What follows belongs to an exercise in optimizing a design on an open flow for a short achievable clock period and few clock cycles; a production flow would make more cautious choices. Where RTL was checked, it was by simulation tests only, not by an equivalence proof against the original. No functional check of the RTL was part of run 2. Power figures rest on the tool's default switching activity, not on a simulated workload.

**design/flow/run.sh**
```bash
#!/bin/bash
# synth_recipe.tcl (not shown) runs the flow's synth.tcl, then flattens the netlist and writes it again
# the make line also repeats each setting of config.mk as NAME=value (left out here)
make -C /OpenROAD-flow-scripts/flow DESIGN_CONFIG=/design/flow/config.mk WORK_HOME=/design/flow/orfs CLKGATE_MAP_FILE= SYNTH_SCRIPT=/design/flow/synth_recipe.tcl finish
```
**design/flow/config.mk**
```make
export PLATFORM = sky130hd
export DESIGN_NAME = cpuCore
export DESIGN_NICKNAME = cpuCore
export VERILOG_FILES = /design/flow/design.v
export SDC_FILE = /design/flow/constraint.sdc
export NUM_CORES = 4
export LEC_CHECK = 0
export ABC_CLOCK_PERIOD_IN_PS = 3000
export CAP_MARGIN = 20
export CORE_MARGIN = 2
export CORE_UTILIZATION = 40
export SETUP_SLACK_MARGIN = 5
export SLEW_MARGIN = 20
```
**design/flow/constraint.sdc**
```tcl
create_clock -name core_clock -period 10.5 [get_ports {Clk}]
set_input_delay 2.1000 -clock core_clock [delete_from_list [all_inputs] [get_ports {Clk}]]
set_output_delay 2.1000 -clock core_clock [all_outputs]
set_load 0.01 [all_outputs]
```
**design/flow/design.v**
```verilog
package cpuPkg;
    typedef logic [31:0] wordT;       
    typedef logic [4:0]  regIdxT;     
    typedef logic [5:0]  opcodeT;     
    typedef logic [5:0]  functT;      
    localparam opcodeT OpRType = 6'b000000;   
    localparam opcodeT OpAddi  = 6'b001000;   
    localparam opcodeT OpLw    = 6'b100011;   
    localparam opcodeT OpSw    = 6'b101011;   
    localparam opcodeT OpBeq   = 6'b000100;   
    localparam opcodeT OpBne   = 6'b000101;   
    localparam opcodeT OpJ     = 6'b000010;   
    typedef enum logic [2:0] {
        AluAnd = 3'b000,       
        AluOr  = 3'b001,       
        AluAdd = 3'b010,       
        AluSub = 3'b110,       
        AluSlt = 3'b111        
    } aluOpE;
    typedef struct packed {
        logic  aluSrc;         
        logic  regDst;         
        logic  memWrite;       
        logic  memRead;        
        logic  beq;            
        logic  bne;            
        logic  jump;           
        logic  memToReg;       
        logic  regWrite;       
        aluOpE aluOp;          
    } ctrlS;
    typedef struct packed {
        logic write;           
        wordT addr;            
        wordT wdata;           
    } memReqS;
endpackage
`timescale 1ns/1ps
module cpuCore #(
    parameter cpuPkg::wordT ResetPc = 32'h0000_0000
) (
    input  logic   Clk,
    input  logic   reset,
    output cpuPkg::wordT   imemAddr,
    input  cpuPkg::wordT   imemData,
    output logic   memReqWrite,    
    output cpuPkg::wordT   memReqAddr,     
    output cpuPkg::wordT   memReqWdata,    
    output logic   memReqValid,
    input  logic   memReqReady,
    input  cpuPkg::wordT   memRdata
);
    localparam logic [5:0] FnAdd = 6'b100000;
    localparam logic [5:0] FnSub = 6'b100010;
    localparam logic [5:0] FnAnd = 6'b100100;
    localparam logic [5:0] FnOr  = 6'b100101;
    localparam logic [5:0] FnSlt = 6'b101010;
    logic [29:0] pcF;            
    logic        validE;
    logic [31:0] aE;             
    logic [31:0] bE;             
    logic [31:0] cE;             
    logic [4:0]  destE;
    logic        wrE;            
    logic        loadE;
    logic        storeE;
    logic        beqE;
    logic        bneE;
    logic        predE;
    logic [29:0] altE;           
    logic        opAddE;
    logic        opSubE;
    logic        opAndE;
    logic        opOrE;
    logic        opSltE;
    logic        memValidM;      
    logic        writeM;
    logic [31:0] addrM;          
    logic [31:0] wdataM;
    logic [4:0]  destM;
    logic        wrM;
    logic        loadM;
    logic [31:0] regs [1:31];
    logic freeze;                
    logic mispredict;
    logic loadUse;
    assign freeze = memValidM & ~memReqReady;
    logic [29:0] pc1F;
    logic [5:0]  opF;
    logic        jF;
    logic        beqF;
    logic        bneF;
    logic        sameF;
    logic        predF;
    logic [29:0] jTgtF;
    logic [29:0] bTgtF;
    logic [16:0] bLoF;
    logic [13:0] hiF;
    logic [13:0] hiP1F;
    logic [13:0] hiM1F;
    logic [29:0] nextF;
    assign imemAddr = {pcF, 2'b00};
    assign pc1F     = pcF + 30'd1;
    assign opF      = imemData[31:26];
    assign jF       = (opF == cpuPkg::OpJ);
    assign beqF     = (opF == cpuPkg::OpBeq);
    assign bneF     = (opF == cpuPkg::OpBne);
    assign sameF    = (imemData[25:21] == imemData[20:16]);
    assign predF    = (beqF & (imemData[15] | sameF)) | (bneF & imemData[15] & ~sameF);
    assign jTgtF    = {pc1F[29:26], imemData[25:0]};
    assign hiF   = pc1F[29:16];
    assign hiP1F = hiF + 14'd1;
    assign hiM1F = hiF - 14'd1;
    assign bLoF  = {1'b0, pc1F[15:0]} + {1'b0, imemData[15:0]};
    always_comb begin
        case ({bLoF[16], imemData[15]})
            2'b10:   bTgtF = {hiP1F, bLoF[15:0]};
            2'b01:   bTgtF = {hiM1F, bLoF[15:0]};
            default: bTgtF = {hiF, bLoF[15:0]};
        endcase
    end
    always_comb begin
        if (jF) begin
            nextF = jTgtF;
        end else if (predF) begin
            nextF = bTgtF;
        end else begin
            nextF = pc1F;
        end
    end
    always_ff @(posedge Clk) begin
        if (reset) begin
            pcF <= ResetPc[31:2];
        end else if (!freeze) begin
            if (mispredict) begin
                pcF <= altE;
            end else if (!loadUse) begin
                pcF <= nextF;
            end
        end
    end
    logic [31:0] irD;
    logic [29:0] pc1D;
    logic        predD;
    logic        validD;
    logic [5:0]  opD;
    logic [5:0]  fnD;
    logic [4:0]  rsD;
    logic [4:0]  rtD;
    logic [4:0]  rdD;
    logic [31:0] immD;
    logic        rTypeD;
    logic        addiD;
    logic        lwD;
    logic        swD;
    logic        beqD;
    logic        bneD;
    logic        fnAddD;
    logic        fnSubD;
    logic        fnAndD;
    logic        fnOrD;
    logic        fnSltD;
    logic        rKnownD;
    logic        useRsD;
    logic        useRtD;
    logic        useImmD;
    logic [4:0]  destD;
    logic        wrD;
    logic [31:0] exRes;          
    logic [31:0] memRes;         
    logic        hitAE;
    logic        hitAM;
    logic        hitBE;
    logic        hitBM;
    logic [31:0] rfA;
    logic [31:0] rfB;
    logic [31:0] valA;
    logic [31:0] valB;
    assign irD    = imemData;
    assign pc1D   = pc1F;
    assign predD  = predF | jF;
    assign validD = 1'b1;
    assign opD   = irD[31:26];
    assign fnD   = irD[5:0];
    assign rsD   = irD[25:21];
    assign rtD   = irD[20:16];
    assign rdD   = irD[15:11];
    assign immD  = {{16{irD[15]}}, irD[15:0]};
    assign rTypeD  = (opD == cpuPkg::OpRType);
    assign addiD   = (opD == cpuPkg::OpAddi);
    assign lwD     = (opD == cpuPkg::OpLw);
    assign swD     = (opD == cpuPkg::OpSw);
    assign beqD    = (opD == cpuPkg::OpBeq);
    assign bneD    = (opD == cpuPkg::OpBne);
    assign fnAddD  = rTypeD & (fnD == FnAdd);
    assign fnSubD  = rTypeD & (fnD == FnSub);
    assign fnAndD  = rTypeD & (fnD == FnAnd);
    assign fnOrD   = rTypeD & (fnD == FnOr);
    assign fnSltD  = rTypeD & (fnD == FnSlt);
    assign rKnownD = fnAddD | fnSubD | fnAndD | fnOrD | fnSltD;
    assign useRsD  = rKnownD | addiD | lwD | swD | beqD | bneD;
    assign useRtD  = rKnownD | swD | beqD | bneD;
    assign useImmD = addiD | lwD | swD;
    assign destD   = rTypeD ? rdD : rtD;
    assign wrD     = (rKnownD | addiD | lwD) & (destD != 5'd0);
    assign memRes = loadM ? memRdata : addrM;
    assign hitAE = validE & wrE & (destE == rsD);
    assign hitAM = wrM & (destM == rsD);
    assign hitBE = validE & wrE & (destE == rtD);
    assign hitBM = wrM & (destM == rtD);
    assign rfA = (rsD == 5'd0) ? 32'd0 : regs[rsD];
    assign rfB = (rtD == 5'd0) ? 32'd0 : regs[rtD];
    always_comb begin
        if (hitAE) begin
            valA = exRes;
        end else if (hitAM) begin
            valA = memRes;
        end else begin
            valA = rfA;
        end
        if (hitBE) begin
            valB = exRes;
        end else if (hitBM) begin
            valB = memRes;
        end else begin
            valB = rfB;
        end
    end
    assign loadUse = validD & validE & loadE &
                     ((useRsD & (destE == rsD)) | (useRtD & (destE == rtD)));
    always_ff @(posedge Clk) begin
        if (reset) begin
            validE <= 1'b0;
        end else if (!freeze) begin
            validE <= validD & ~mispredict & ~loadUse;
        end
    end
    always_ff @(posedge Clk) begin
        if (!freeze) begin
            aE     <= valA;
            bE     <= useImmD ? immD : valB;
            cE     <= valB;
            destE  <= destD;
            wrE    <= wrD;
            loadE  <= lwD;
            storeE <= swD;
            beqE   <= beqD;
            bneE   <= bneD;
            predE  <= predD;
            altE   <= predD ? pc1D : bTgtF;
            opAddE <= fnAddD | addiD | lwD | swD;
            opSubE <= fnSubD;
            opAndE <= fnAndD;
            opOrE  <= fnOrD;
            opSltE <= fnSltD;
        end
    end
    logic [31:0] sumE;
    logic [31:0] diffE;
    logic        lessE;
    logic        takenE;
    assign sumE  = aE + bE;
    assign diffE = aE - bE;
    assign lessE = (aE[31] ^ bE[31]) ? aE[31] : diffE[31];
    assign exRes = ({32{opAddE}} & sumE) |
                   ({32{opSubE}} & diffE) |
                   ({32{opAndE}} & (aE & bE)) |
                   ({32{opOrE}}  & (aE | bE)) |
                   {31'd0, opSltE & lessE};
    assign takenE     = beqE ? (aE == bE) : (aE != bE);
    assign mispredict = validE & (beqE | bneE) & (takenE ^ predE);
    always_ff @(posedge Clk) begin
        if (reset) begin
            memValidM <= 1'b0;
            wrM       <= 1'b0;
        end else if (!freeze) begin
            memValidM <= validE & (loadE | storeE);
            wrM       <= validE & wrE;
        end
    end
    always_ff @(posedge Clk) begin
        if (!freeze) begin
            writeM <= storeE;
            addrM  <= exRes;
            wdataM <= cE;
            destM  <= destE;
            loadM  <= loadE;
        end
    end
    assign memReqValid = memValidM;
    assign memReqWrite = writeM;
    assign memReqAddr  = addrM;
    assign memReqWdata = wdataM;
    always_ff @(posedge Clk) begin
        if (reset) begin
            for (int i = 1; i < 32; i++) begin
                regs[i] <= '0;
            end
        end else if (wrM && !freeze) begin
            regs[destM] <= memRes;
        end
    end
endmodule
```
==> results of run 1 <==
## state kept, by name (all words and copies together), names as in the netlist, 5 cells and up
name	count
addrM	32
wdataM	32
pcF	30
destE	5
cE	32
aE	32
regs	1024
altE	30
destM	5
bE	32
## where the power goes
group | total [uW] | switching, uW | internal [uW]
Sequential | 6060 | 196 | 5860
Clock | 4920 | 2160 | 2770
Combinational | 2640 | 1720 | 923
Total | 13600 | 4070 | 9550
## per-stage QoR
| step | hold slack (ps) | total power (uW) | std cells | worst slack, ps |
|---|---|---|---|---|
| finish | 416 | 13600 | 7919 | 4610 |
| detailed placement | 405 | 8680 | 7612 | 2620 |
| floorplan | 400 | 7600 | 5491 | 3950 |
| global placement | 401 | 8650 | 7612 | 2600 |
| CTS | 411 | 13600 | 7905 | 4620 |
| global route | 421 | 14000 | 7918 | 4410 |
## metal layers
layer / share of wire (%) / GRT usage [%] / up-vias / routed length (um)
met5: 0.021 / 0 / - / 53
met4: 4.2 / 10.7 / 8 / 10400
met3: 11 / 6.35 / 546 / 28000
met2: 47 / 43.3 / 3235 / 116000
met1: 38 / 36.4 / 25917 / 94000
li1: - / - / 20852 / -
## cell usage in the layout (no fill, tap or decap), drive strengths merged, types with 14 or more instances in the layout
cell type	netlist	final
nor3	58	58
xor2	39	39
o221ai	62	62
clkdlybuf4s50	0	144
nand2b	64	65
a22o	18	18
clkbuf	402	187
o21a	14	14
o22a	15	15
nand3	35	35
buf	109	199
a21oi	205	205
o22ai	71	71
and3	17	17
dfxtp	33	33
ha	120	120
nor4	24	24
mux2i	217	217
a211oi	41	41
inv	165	169
nand2	208	208
mux2	81	81
o31ai	18	18
nor2	1182	1182
edfxtp	1237	1237
nand4	16	16
mux4	482	482
clkinv	3	63
or3	18	18
a21o	28	28
o21ai	112	112
o21bai	17	17
o211ai	42	42
a22oi	18	18
xnor2	51	51
a221oi	59	59
## final timing paths
path	endpoint	slack [ps]	depth (start not counted)	startpoint
max	pcF[28]$_SDFFE_PP0P_	4610	29	imemData[0]
min	wdataM[8]$_DFFE_PN_	420	0	cE[8]$_DFFE_PN_
max reg2reg	pcF[23]$_SDFFE_PP0P_	4770	28	pcF[0]$_SDFFE_PP0P_
min reg2reg	wdataM[8]$_DFFE_PN_	420	0	cE[8]$_DFFE_PN_
## kinds of logic (layout without fill, tap and decap cells)
group | after synthesis | count (layout) | share of synthesized area (%)
compound gates | 854 | 854 | 8.56
xor+xnor | 90 | 90 | 1.13
fa+ha+maj | 124 | 124 | 2.27
buf+inv | 679 | 779 | 3.76
flops | 1270 | 1270 | 54.2
mux | 780 | 780 | 20.0
other cells | 1 | 4 | 0.00537
simple gates | 1692 | 1693 | 10.1
## layout make-up
cell class / instances / share of cell area (%)
clock inverter: 75 / 0.778
timing repair inverter: 1 / 0.00629
antenna: 2 / 0.00629
multi-input combinational: 3543 / 38.4
sequential: 1270 / 47.5
timing repair buffer: 349 / 4.05
clock buffer: 186 / 4.83
inverter: 168 / 0.830
tap: 2325 / 3.65
## repair_timing
item,in CTS,in global routing
pin swaps,35,29
resized for setup,65,40
gates cloned,2,1
buffers inserted,30,9
setup endpoints to repair,70,76
==> summary.txt, run 1 <==
Outcome -> no timing/DRC/antenna violations
Skew final -> 43.8 ps
Synth Instances -> 5490
Number of global-route vias before repair -> 49407
IO Count -> 165
Tot GR Track Use -> 27.3%
Worst Path Class, Setup -> primary input to register
Hold Path Class -> register to register
Top-area cell type share of the netlist area -> 53.2%
Final hold vios -> 0
Commonest cells in the netlist -> edfxtp_1, nor2_1, mux4_2
Ys flop type -> edfxtp_1
Crit path largest cell delay -> 360 ps
Leakage -> 0.0283 uW
Crit path time final -> 5890 ps
Sum Neg Setup Slack -> 0 ps
Reg clk slew, reported paths -> 60 ps
Worst Path Required -> 11170 ps
Nets -> 5668
Max H-tree Level -> 4
Die Span Y -> 422 um
Setup crit end kind -> register
Top cells by area, synth -> edfxtp_1, mux4_2, nor2_1
Fin util -> 45.9%
Least-Margin Pin Slew -> 1110 ps
Share of cells above drive strength 1 -> 21.0%
Initial antenna violation count -> 6
DRC errors left -> 0
Highest-delay cell along the critical path -> fa_2
Most used cell, CP -> ha_4
Area after DPL -> 74400 um2
Port Buffer Count -> 162
Rows -> 153
Yosys warning count -> 1
CP top delay family -> compound AO/OA/AOI/OAI gates
Fmax -> 0.170 GHz
Routability congestion estimate -> 0.941
CTS buffer count -> 144
Post-synth EDFFs -> 1237
Seq/Total Area, Yosys -> 54.2%
Bufs on Longest Clock Path -> 3
Via count -> 50558
Arrival @ worst endpoint -> 6560 ps
Footprint of the multi-input gates -> 30500 um2
Iteration-0 DRC Markers -> 7305
Maxcap violations -> 0
Post-Route WL -> 249000 um
CTS Root Cell -> clkbuf_16
Storage cell area -> 37800 um2
Routed Antenna Nets -> 0
Fillers -> 15489
Synth area leader -> edfxtp_1
#FFs+latches synth -> 1270
CORE AREA -> 174000 um2
Die area -> 178000 um2
CTS sink count -> 1270
Startpoint types -> primary input
Pre-antenna DRT Iters -> 9
P&R area growth vs syn -> 14.1%
Setup violations, final -> 0
Largest net degree at the start of global routing -> 147
Routed WL per cell -> 31.4 um
Via/cell ratio -> 6.38
Clock latency (worst-skew pair) -> 790 ps
Post-synthesis async set-or-reset flop share -> 0%
RSZ-0062 raised after global routing -> yes
Rel. slew slack -> 26.0%
Period utilization -> 56.1%
Worst Path Buf+Inv -> 6
PD cells -> 171 nW/um2
Initial Utilization -> 40.2%
Max FO, Critical Path -> 5
First-pass GRT wire length -> 355000 um
Die Width -> 422 um
CTS tree -> built
Finished Cell Area -> 79600 um2
Synth unique cells -> 94
GRT overflow -> 0
DPL Wire Length -> 151000 um
Worst vdd ir -> 175 uV
Max Slew Vio Count -> 0
Post-Synthesis Cell Area -> 69800 um2
Hold buffer count at CTS -> 0
Top-count cell post-synth -> edfxtp_1
Mean Syn Cell Area -> 12.7 um2
Testbench counts, summed over its fixed seeds: cycles 68,236.
==> run 2: changes to the inputs <==
--- a/design/flow/design.v
+++ b/design/flow/design.v
@@ -56,6 +56,10 @@
     localparam logic [5:0] FnOr  = 6'b100101;
     localparam logic [5:0] FnSlt = 6'b101010;
     logic [29:0] pcF;            
+    logic        validD;
+    logic [31:0] irD;
+    logic [29:0] pc1D;           
+    logic        predD;          
     logic        validE;
     logic [31:0] aE;             
     logic [31:0] bE;             
@@ -139,10 +143,24 @@
             end
         end
     end
-    logic [31:0] irD;
-    logic [29:0] pc1D;
-    logic        predD;
-    logic        validD;
+    always_ff @(posedge Clk) begin
+        if (reset) begin
+            validD <= 1'b0;
+        end else if (!freeze) begin
+            if (mispredict) begin
+                validD <= 1'b0;
+            end else if (!loadUse) begin
+                validD <= 1'b1;
+            end
+        end
+    end
+    always_ff @(posedge Clk) begin
+        if (!freeze && !loadUse) begin
+            irD   <= imemData;
+            pc1D  <= pc1F;
+            predD <= predF | jF;
+        end
+    end
     logic [5:0]  opD;
     logic [5:0]  fnD;
     logic [4:0]  rsD;
@@ -166,6 +184,7 @@
     logic        useImmD;
     logic [4:0]  destD;
     logic        wrD;
+    logic [29:0] bTgtD;
     logic [31:0] exRes;          
     logic [31:0] memRes;         
     logic        hitAE;
@@ -176,10 +195,6 @@
     logic [31:0] rfB;
     logic [31:0] valA;
     logic [31:0] valB;
-    assign irD    = imemData;
-    assign pc1D   = pc1F;
-    assign predD  = predF | jF;
-    assign validD = 1'b1;
     assign opD   = irD[31:26];
     assign fnD   = irD[5:0];
     assign rsD   = irD[25:21];
@@ -203,6 +218,7 @@
     assign useImmD = addiD | lwD | swD;
     assign destD   = rTypeD ? rdD : rtD;
     assign wrD     = (rKnownD | addiD | lwD) & (destD != 5'd0);
+    assign bTgtD = pc1D + immD[29:0];
     assign memRes = loadM ? memRdata : addrM;
     assign hitAE = validE & wrE & (destE == rsD);
     assign hitAM = wrM & (destM == rsD);
@@ -247,7 +263,7 @@
             beqE   <= beqD;
             bneE   <= bneD;
             predE  <= predD;
-            altE   <= predD ? pc1D : bTgtF;
+            altE   <= predD ? pc1D : bTgtD;
             opAddE <= fnAddD | addiD | lwD | swD;
             opSubE <= fnSubD;
             opAndE <= fnAndD;
==> design/flow/config.mk (replaced) <==
export PLATFORM = sky130hd
export DESIGN_NAME = cpuCore
export DESIGN_NICKNAME = cpuCore
export VERILOG_FILES = /design/flow/design.v
export SDC_FILE = /design/flow/constraint.sdc
export NUM_CORES = 4
export LEC_CHECK = 0
export CAP_MARGIN = 20
export CORE_MARGIN = 2
export CORE_UTILIZATION = 40
export SLEW_MARGIN = 20
==> run 2 against run 1 <==
Maximum frequency shrank 24%. Largest cell class unchanged. Critical endpoint unchanged. Hold slack lost 9.1 ps. Still clean on timing, DRC and antenna. Synthesized cell count fell by 0.78%. Sequential power is 5.9% higher. Global-route usage fell by 2.0 points.
==> summary.txt, run 2 <==
Leakage -> 0.0292 uW
DRC errors left -> 0
Most common cell after layout, fill and taps aside -> edfxtp_1
Xor-xnor portion of the synthesized cell area -> 1.30%
Worst Path Required -> 11160 ps
IO Count -> 165
Non-Filler Instances -> 7949
Post-Synthesis Cell Area -> 73200 um2
Seq/Total Area, Yosys -> 54.5%
Yosys warning count -> 1
Top-area cell type share of the netlist area -> 53.3%
Post-CTS setup buffers -> 0
Adder-Cell Fraction of Synth Area -> 2.69%
Placement Setup Slack -> 2120 ps
Die Width -> 432 um
Top cells by area, synth -> edfxtp_1, mux4_2, nor2_1
Comb power frac -> 18.1%
RSZ-0062 raised after global routing -> no
Worst Path Buf+Inv -> 3
Post-synthesis compound-gate area fraction -> 6.50%
Number of global-route vias before repair -> 49056
Reg2Reg Depth -> 27
Largest Register -> regs
Max Slew Vio Count -> 0
P&R area growth vs syn -> 13.3%
Synth Instances -> 5447
#FFs+latches synth -> 1344
Post-synthesis async set-or-reset flop share -> 0%
Synth unique cells -> 110
Post-Route WL -> 238000 um
Reg2reg end -> pcF[28]$_SDFFE_PP0P_
Switching power -> 4190 uW
Worst vdd ir -> 155 uV
Die Span Y -> 432 um
Routability congestion estimate -> 0.930
Crit path largest cell delay -> 480 ps
R2r setup slk -> 3570 ps
Hold_sp -> cE[18]$_DFFE_PN_
Synth area leader -> edfxtp_1
Crit path time final -> 7740 ps
Worst Hold End -> wdataM[18]$_DFFE_PN_
CTS sink count -> 1344
Worst Slack Setup Final -> 2760 ps
Via count -> 49515
Maxcap violations -> 0
Hold path cells -> 0
Iteration-0 DRC Markers -> 6461
First-pass GRT wire length -> 342000 um
PD cells -> 175 nW/um2
Worst r2r src -> pcF[0]$_SDFFE_PP0P_
Ys flop type -> edfxtp_1
Mux cell area share after synthesis -> 21.7%
Rel. slew slack -> 18.9%
Arrival @ worst endpoint -> 8410 ps
Setup violations, final -> 0
Clock share of power -> 37.7%
Fmax -> 0.129 GHz
Post-synth EDFFs -> 1300
Largest net degree at the start of global routing -> 92
Commonest non-fill, non-tap cells in the layout -> edfxtp_1, nor2_1, mux4_2, inv_1, a21oi_1
Commonest cells in the netlist -> edfxtp_1, nor2_1, mux4_2
Routed Antenna Nets -> 0
Reg clk slew, reported paths -> 60 ps
Initial Utilization -> 40.1%
Pre-antenna DRT Iters -> 8
Nets -> 5660
Hold Path Class -> register to register
GRT overflow -> 0
Setup crit end kind -> register
Routed WL per cell -> 29.9 um
Least-Margin Pin Slew -> 1210 ps
Tot GR Track Use -> 25.3%
Period utilization -> 73.7%
CP top delay family -> compound AO/OA/AOI/OAI gates
CTS tree -> built
Final hold vios -> 0
Inst Count DP -> 7670
Share of cells above drive strength 1 -> 22.4%
Reg power frac -> 44.2%
Antenna cells -> 0
Skew final -> 51.3 ps
Sum Neg Setup Slack -> 0 ps
Startpoint types -> primary input
Sw frac -> 28.8%
Port Buffer Count -> 162
Hold buffer count at CTS -> 0
Outcome -> no timing/DRC/antenna violations
Top-count cell post-synth -> edfxtp_1
Initial antenna violation count -> 11
Highest-delay cell along the critical path -> a221oi_1
Bufs on Longest Clock Path -> 3
Post-CTS resize count -> 0
Largest family of logic cells by synthesized area -> multiplexers
Int Pwr -> 10300 uW
Largest register FFs -> 1024
CTS buffer count -> 150
CTS Root Cell -> clkbuf_16
Simple-gate share of the synthesized area -> 9.74%
Most used cell, CP -> o21ai_0
Max FO, Critical Path -> 20
CORE AREA -> 182000 um2
Clock latency (worst-skew pair) -> 820 ps
DPL Wire Length -> 147000 um
Mean Syn Cell Area -> 13.4 um2
Worst Path Class, Setup -> primary input to register
Via/cell ratio -> 6.23
Max H-tree Level -> 4
Die area -> 186000 um2
Rows -> 157
==> run 2: worst max path at each step <==
| stage | cells past startpoint | start | slack, ps | to |
|---|---|---|---|---|
| 2_1_floorplan | 7 | memReqReady | 1180 | pcF[8]$_SDFFE_PP0P_ |
| 3_3_place_gp | 28 | imemData[0] | 2180 | pcF[28]$_SDFFE_PP0P_ |
| 3_5_place_dp | 28 | imemData[0] | 2120 | pcF[28]$_SDFFE_PP0P_ |
| 4_1_cts | 28 | imemData[0] | 2900 | pcF[28]$_SDFFE_PP0P_ |
| 5_1_grt | 28 | imemData[0] | 2230 | pcF[28]$_SDFFE_PP0P_ |
| 6_report | 28 | imemData[0] | 2760 | pcF[28]$_SDFFE_PP0P_ |
==> run 2: cell families (layout without fill, tap and decap cells) <==
family | Yosys count | in the layout
simple gates | 1686 | 1686
mux | 776 | 776
other cells | 1 | 2
flops | 1344 | 1344
buf+inv | 681 | 797
fa+ha+maj | 154 | 154
compound gates | 699 | 699
xor+xnor | 106 | 106
==> run 2: per-stage QoR <==
stage	utilization (%)	hold WS [ps]	area [um2]	total power, uW
floorplan	-	400	73200	8060
global placement	42.6	401	77800	9090
detailed placement	42.6	405	77800	9130
CTS	45.4	407	82900	14600
global route	45.4	418	82900	15000
finish	45.4	407	82900	14500
==> run 2: routing by layer <==
layer  GRT usage [%]  routed length, um  share of wire, %  vias to the layer above
met5               0                 26             0.011                        -
met4            11.7              11800               5.0                        4
met3            4.26              21700               9.1                      438
met2            39.4             110000                46                     2786
met1            34.8              94200                40                    25549
li1                -                  -                 -                    20738
==> run 2: layout make-up <==
type,count,area [um2]
fill,16097,99600
sequential,1344,40000
multi-input combinational,3423,31300
clock buffer,189,4020
tap,2385,2980
timing repair buffer,304,2810
clock inverter,88,1060
inverter,216,818
==> run 2: power groups by stage <==
stage	registers (uW)	logic (uW)	clock network, uW
floorplan	6440	1620	0
global placement	6520	2570	0
detailed placement	6530	2600	0
finish	6420	2630	5470
global route	6460	2780	5720
CTS	6420	2610	5530
==> run 2: worst register-to-register path, delay by kind of cell (launching register included) <==
kind,cells,cell delay [ps]
and+or+nand+nor,7,940
buffers and inverters,1,270
AOI/OAI and AO/OA,13,3380
DFF,1,450
adders and majority gates,4,1180
xor gates and xnor gates,1,320
muxes,1,250

## afterwards: timing with drivers on the ports
No port has a modelled driver above. Below, the same layouts with a new extraction and two added sets of constraints.
Step 1 assumes that a clkbuf_16 drives the clock port and a buf_2 every other input.
Step 2 also shifts input and output timing later by t, the mid clock arrival at the registers, as if the neighbouring blocks saw the same clock.
a / b / c = ideal ports / drivers / drivers and shift; a / b = the first two.
run	t (ns)	slack for setup (ns)	latest minus earliest clock arrival (ns)
run 1	0.859	4.611 / 4.633 / 3.774	0.057 / 0.057
run 2	0.880	2.756 / 2.810 / 1.930	0.054 / 0.054
After both steps setup and hold are still met in every run listed. For run 1, which loses most, drivers alone change the setup slack by +0.022 ns; drivers and shift together by -0.837 ns.
